Source: an optimization exercise on an open RTL-to-GDS flow (aim: small area, a short achievable clock period and few clock cycles per item). Production flows keep margins and buffers that such runs may drop.
RTL that was checked went through simulation tests only; none was proved equivalent to the original.
Power is estimated from default activity; no workload was simulated.

run K:
==> module audio_rd_dma, before the edit <==
module audio_rd_dma #(
    parameter int              ID_W        = 4,
    parameter logic [ID_W-1:0] AXI_ID      = 1,
    parameter int              BURST_BEATS = 8,
    parameter int              FIFO_DEPTH  = 32
) (
    input  logic            gclk,
    input  logic            gresetn,
    input  logic            cfg_start,
    input  logic            cfg_stop,
    input  logic [31:0]     cfg_base,
    input  logic [15:0]     cfg_words,
    input  logic            cfg_loop,
    output logic            busy,
    output logic            done,
    output logic            err,
    output logic [ID_W-1:0] aid,
    output logic [31:0]     aaddr,
    output logic            avalid,
    output logic            awrite,
    output logic [3:0]      alen,
    output logic [2:0]      asize,
    output logic [1:0]      aburst,
    input  logic            aready,
    input  logic [ID_W-1:0] rid,
    input  logic [63:0]     rdata,
    input  logic            rlast,
    input  logic            rvalid,
    output logic            rready,
    output logic [63:0]     smp_data,
    output logic            smp_valid,
    input  logic            smp_ready
);
    localparam logic [1:0] MAX_OUT = 2'd3;
    logic [25:0] aaddr_r;      
    logic [12:0] whi_r;        
    logic [2:0]  llen_r;       
    logic [12:0] rem_r;        
    logic        full_r;       
    logic        lastq_r;      
    logic        loop_r;
    logic        busy_r, done_r, err_r, stop_r, avalid_r;
    logic        prd_r;        
    logic [1:0]  oc_r;         
    logic [2:0]  db_r;         
    logic        start_s, stop_now_s, acc_s, act_s, beat_s, id_ok_s;
    logic        last_burst_s, last_exp_s, cmp_s;
    logic        nat_end_s, stop_end_s, restart_s, adv_s;
    logic [12:0] addr_b_s;
    logic        addr_ci_s;
    logic [14:0] lo_sum_s;
    logic [12:0] hi_inc_s, hi_dec_s, hi_nxt_s;
    logic [12:0] rem_nxt_s;
    assign start_s    = cfg_start & ~busy_r;
    assign stop_now_s = busy_r & (cfg_stop | stop_r);
    assign acc_s      = avalid_r & aready;
    assign act_s      = (oc_r != 2'd0);
    assign id_ok_s    = (rid == AXI_ID);
    assign beat_s     = rvalid & smp_ready & act_s;
    assign last_burst_s = prd_r & (oc_r == 2'd1);
    assign last_exp_s   = (db_r == 3'd7) | (last_burst_s & (db_r == llen_r));
    assign cmp_s        = beat_s & last_exp_s;
    assign nat_end_s  = cmp_s & last_burst_s & ~loop_r;
    assign stop_end_s = stop_now_s & ~avalid_r & (oc_r == 2'd0);
    assign restart_s  = busy_r & prd_r & loop_r & (oc_r == 2'd0);
    assign addr_b_s  = prd_r ? ~whi_r : 13'd0;
    assign addr_ci_s = prd_r ? full_r : 1'b1;
    assign lo_sum_s  = {1'b0, aaddr_r[12:0], 1'b1} + {1'b0, addr_b_s, addr_ci_s};
    assign hi_inc_s  = aaddr_r[25:13] + 13'd1;
    assign hi_dec_s  = aaddr_r[25:13] - 13'd1;
    always_comb begin
        case ({prd_r, lo_sum_s[14]})
            2'b01:   hi_nxt_s = hi_inc_s;
            2'b10:   hi_nxt_s = hi_dec_s;
            default: hi_nxt_s = aaddr_r[25:13];
        endcase
    end
    assign rem_nxt_s = prd_r ? whi_r : rem_r - 13'd1;
    assign adv_s     = acc_s | restart_s;
    always_ff @(posedge gclk or negedge gresetn) begin
        if (!gresetn) begin
            busy_r   <= 1'b0;
            done_r   <= 1'b0;
            err_r    <= 1'b0;
            stop_r   <= 1'b0;
            avalid_r <= 1'b0;
            prd_r    <= 1'b0;
            oc_r     <= 2'd0;
            db_r     <= 3'd0;
        end else begin
            case ({acc_s, cmp_s})
                2'b10:   oc_r <= oc_r + 2'd1;
                2'b01:   oc_r <= oc_r - 2'd1;
                default: oc_r <= oc_r;
            endcase
            stop_r <= ~start_s & (stop_r | cfg_stop);
            if (start_s) begin
                busy_r   <= (cfg_words != 16'd0);
                done_r   <= (cfg_words == 16'd0);
                err_r    <= 1'b0;
                avalid_r <= (cfg_words != 16'd0);
                prd_r    <= 1'b0;
            end else begin
                busy_r <= busy_r & ~nat_end_s & ~stop_end_s;
                done_r <= nat_end_s & ~stop_now_s;
                if (beat_s & (~id_ok_s | (rlast != last_exp_s))) begin
                    err_r <= 1'b1;
                end
                if (avalid_r) begin
                    avalid_r <= ~aready;
                end else begin
                    avalid_r <= busy_r & ~stop_now_s & ~prd_r & (oc_r != MAX_OUT);
                end
                if (acc_s & lastq_r) begin
                    prd_r <= 1'b1;
                end else if (restart_s) begin
                    prd_r <= 1'b0;
                end
            end
            if (beat_s) begin
                db_r <= last_exp_s ? 3'd0 : db_r + 3'd1;
            end
        end
    end
    always_ff @(posedge gclk) begin
        if (start_s) begin
            aaddr_r <= cfg_base[31:6];
            whi_r   <= cfg_words[15:3];
            llen_r  <= cfg_words[2:0] - 3'd1;
            full_r  <= (cfg_words[2:0] == 3'd0);
            rem_r   <= cfg_words[15:3];
            lastq_r <= (cfg_words[15:3] == {12'd0, (cfg_words[2:0] == 3'd0)});
            loop_r  <= cfg_loop;
        end else if (adv_s) begin
            aaddr_r <= {hi_nxt_s, lo_sum_s[13:1]};
            rem_r   <= rem_nxt_s;
            lastq_r <= (rem_nxt_s == {12'd0, full_r});
        end
    end
    assign busy      = busy_r;
    assign done      = done_r;
    assign err       = err_r;
    assign aid       = AXI_ID;
    assign aaddr     = {aaddr_r, 6'd0};
    assign avalid    = avalid_r;
    assign awrite    = 1'b0;
    assign alen      = lastq_r ? {1'b0, llen_r} : 4'd7;
    assign asize     = aud_dma_pkg::AXI_SIZE_64;
    assign aburst    = aud_dma_pkg::AXI_BURST_INCR;
    assign rready    = smp_ready & act_s;
    assign smp_data  = rdata;
    assign smp_valid = rvalid & id_ok_s & act_s;
endmodule
==> flow/config.mk <==
export PLATFORM = sky130hd
export DESIGN_NAME = audio_rd_dma
export DESIGN_NICKNAME = audio_rd_dma
export VERILOG_FILES = /design/flow/design.v
export SDC_FILE = /design/flow/constraint.sdc
export NUM_CORES = 4
export LEC_CHECK = 0
export CAP_MARGIN = 20
export CORE_MARGIN = 2
export CORE_UTILIZATION = 60
export SETUP_SLACK_MARGIN = 2.5
export SLEW_MARGIN = 20
==> flow/constraint.sdc <==
create_clock -name core_clock -period 5.5 [get_ports {gclk}]
set_input_delay 1.1000 -clock core_clock [delete_from_list [all_inputs] [get_ports {gclk}]]
set_output_delay 1.1000 -clock core_clock [all_outputs]
set_load 0.01 [all_outputs]
standard.sh (not shown) runs the stock make flow with config.mk's settings and CLKGATE_MAP_FILE= SYNTH_SCRIPT=/design/flow/synth_recipe.tcl, a recipe that flattens the netlist after the stock synthesis.
==> flow/flow/run.sh <==
#!/bin/bash
# Layout with the standard.sh (ORFS), with two changes:
#  - synthesis runs flow/my_synth.tcl: synth_recipe.tcl's steps, except that
#    the ABC mapping uses Yosys's default ABC script with a delay target
#    (registers are mapped exactly as in the standard synthesis);
#  - extra ORFS settings passed as make variables (see below).
# Each tool's output goes to standard.log (ORFS keeps per-step logs in orfs/logs).
set -euo pipefail
export MY_ABC_SCRIPT=$PWD/flow/abc_map.script MY_ABC_NOD=1
bash standard.sh SYNTH_SCRIPT=$PWD/flow/my_synth.tcl ADDER_MAP_FILE= BUFFER_PORTS_ARGS="-buffer_cell sky130_fd_sc_hd__buf_1" finish > standard.log 2>&1
==> flow/flow/abc_map.script <==
&get -n; &st; &dch; &nf -D 1500; &put; topo; stime -c; buffer -c; upsize -c -D 1500; dnsize -c -D 1500
==> flow/flow/my_synth.tcl <==
proc synth {args} { yosys synth -nofsm -noshare {*}$args }
# Map with a custom ABC script instead of the speed script.
proc abc {args} {
  set i [lsearch -exact $args -script]
  if {$i >= 0 && [info exists ::env(MY_ABC_SCRIPT)]} { lset args [expr {$i+1}] $::env(MY_ABC_SCRIPT) }
  if {[info exists ::env(MY_ABC_D)]} { set j [lsearch -exact $args -D]; if {$j>=0} {lset args [expr {$j+1}] $::env(MY_ABC_D)} }
  if {[info exists ::env(MY_ABC_NOSCRIPT)]} { set i [lsearch -exact $args -script]; set args [lreplace $args $i [expr {$i+1}]] }
  if {[info exists ::env(MY_ABC_NOD)]} { set j [lsearch -exact $args -D]; if {$j>=0} {set args [lreplace $args $j [expr {$j+1}]]} }
  puts "MYABC: $args"
  yosys abc {*}$args
}
source $::env(SCRIPTS_DIR)/synth.tcl
# left out here: clear keep_hierarchy, flatten, clean up, hide names made inside functions, write 1_2_yosys.v
The inputs of run G differ from those of run K as listed below.
diff --git a/flow/design.v b/flow/design.v
--- a/flow/design.v
+++ b/flow/design.v
@@ -62,7 +62,8 @@
     logic [12:0] addr_b_s;
     logic        addr_ci_s;
     logic [14:0] lo_sum_s;
-    logic [12:0] hi_inc_s, hi_dec_s, hi_nxt_s;
+    logic [12:0] hi_nxt_s;
+    logic        hi_fix_r;     
     logic [12:0] rem_nxt_s;
     assign start_s    = cfg_start & ~busy_r;
     assign stop_now_s = busy_r & (cfg_stop | stop_r);
@@ -79,15 +80,7 @@
     assign addr_b_s  = prd_r ? ~whi_r : 13'd0;
     assign addr_ci_s = prd_r ? full_r : 1'b1;
     assign lo_sum_s  = {1'b0, aaddr_r[12:0], 1'b1} + {1'b0, addr_b_s, addr_ci_s};
-    assign hi_inc_s  = aaddr_r[25:13] + 13'd1;
-    assign hi_dec_s  = aaddr_r[25:13] - 13'd1;
-    always_comb begin
-        case ({prd_r, lo_sum_s[14]})
-            2'b01:   hi_nxt_s = hi_inc_s;
-            2'b10:   hi_nxt_s = hi_dec_s;
-            default: hi_nxt_s = aaddr_r[25:13];
-        endcase
-    end
+    assign hi_nxt_s  = hi_fix_r ? aaddr_r[25:13] - 13'd1 : aaddr_r[25:13] + 13'd1;
     assign rem_nxt_s = prd_r ? whi_r : rem_r - 13'd1;
     assign adv_s     = acc_s | restart_s;
     always_ff @(posedge gclk or negedge gresetn) begin
@@ -100,7 +93,9 @@
             prd_r    <= 1'b0;
             oc_r     <= 2'd0;
             db_r     <= 3'd0;
+            hi_fix_r <= 1'b0;
         end else begin
+            hi_fix_r <= restart_s & ~lo_sum_s[14];
             case ({acc_s, cmp_s})
                 2'b10:   oc_r <= oc_r + 2'd1;
                 2'b01:   oc_r <= oc_r - 2'd1;
@@ -145,9 +140,14 @@
             lastq_r <= (cfg_words[15:3] == {12'd0, (cfg_words[2:0] == 3'd0)});
             loop_r  <= cfg_loop;
         end else if (adv_s) begin
-            aaddr_r <= {hi_nxt_s, lo_sum_s[13:1]};
+            aaddr_r[12:0] <= lo_sum_s[13:1];
+            if (~prd_r & (&aaddr_r[12:0])) begin
+                aaddr_r[25:13] <= hi_nxt_s;
+            end
             rem_r   <= rem_nxt_s;
             lastq_r <= (rem_nxt_s == {12'd0, full_r});
+        end else if (hi_fix_r) begin
+            aaddr_r[25:13] <= hi_nxt_s;
         end
     end
     assign busy      = busy_r;
[summary]
- Sequential cell fraction of total power: run G > run K
- The non-clock buffering overhead in the final layout reported for run G is smaller than that of run K by 3.5 points.
- Where total power is concerned, run K is outperformed by run G.
- | top achievable clock speed | higher: run G |
- As far as final hold slack is concerned, run K and run G perform about the same.
- Sum of routed wire length over all layers went down by a little under 10% going from run K to run G.
- Going from run K to run G, the count of placed standard cells including taps was found to have gone down by 11.
Testbench counts of run G, summed over its fixed seeds: cycles 12,335, items 9,450.
Function not checked in run K: the RTL went through the layout flow alone.

## what the ideal ports hide
In the flow no input, the clock included, has a driving cell. The finished layouts below were timed again as built, in two steps. Step 1, drivers: a clkbuf_16 drives gclk and a buf_2 each remaining input, both assumed. Step 2, shift: input delay + t, output delay - t, t = (earliest + latest rising clock arrival at the registers) / 2. This alone moves slack from input paths to output paths. Three values: no drivers, after step 1, after step 2; two values: the first two.
run | t (ns) | setup WS [ns] | hold slack, ns | cell pins on the clock port's net
run K | 0.368 | 1.925 / 1.925 / 1.925 | 0.517 / 0.517 / 0.517 | 1
run G | 0.376 | 2.579 / 2.559 / 2.421 | 0.515 / 0.515 / 0.515 | 1
After both steps every run listed still meets setup and hold. The setup slack of run G, which loses most, moves by -0.020 ns with the drivers and by -0.158 ns with both steps.
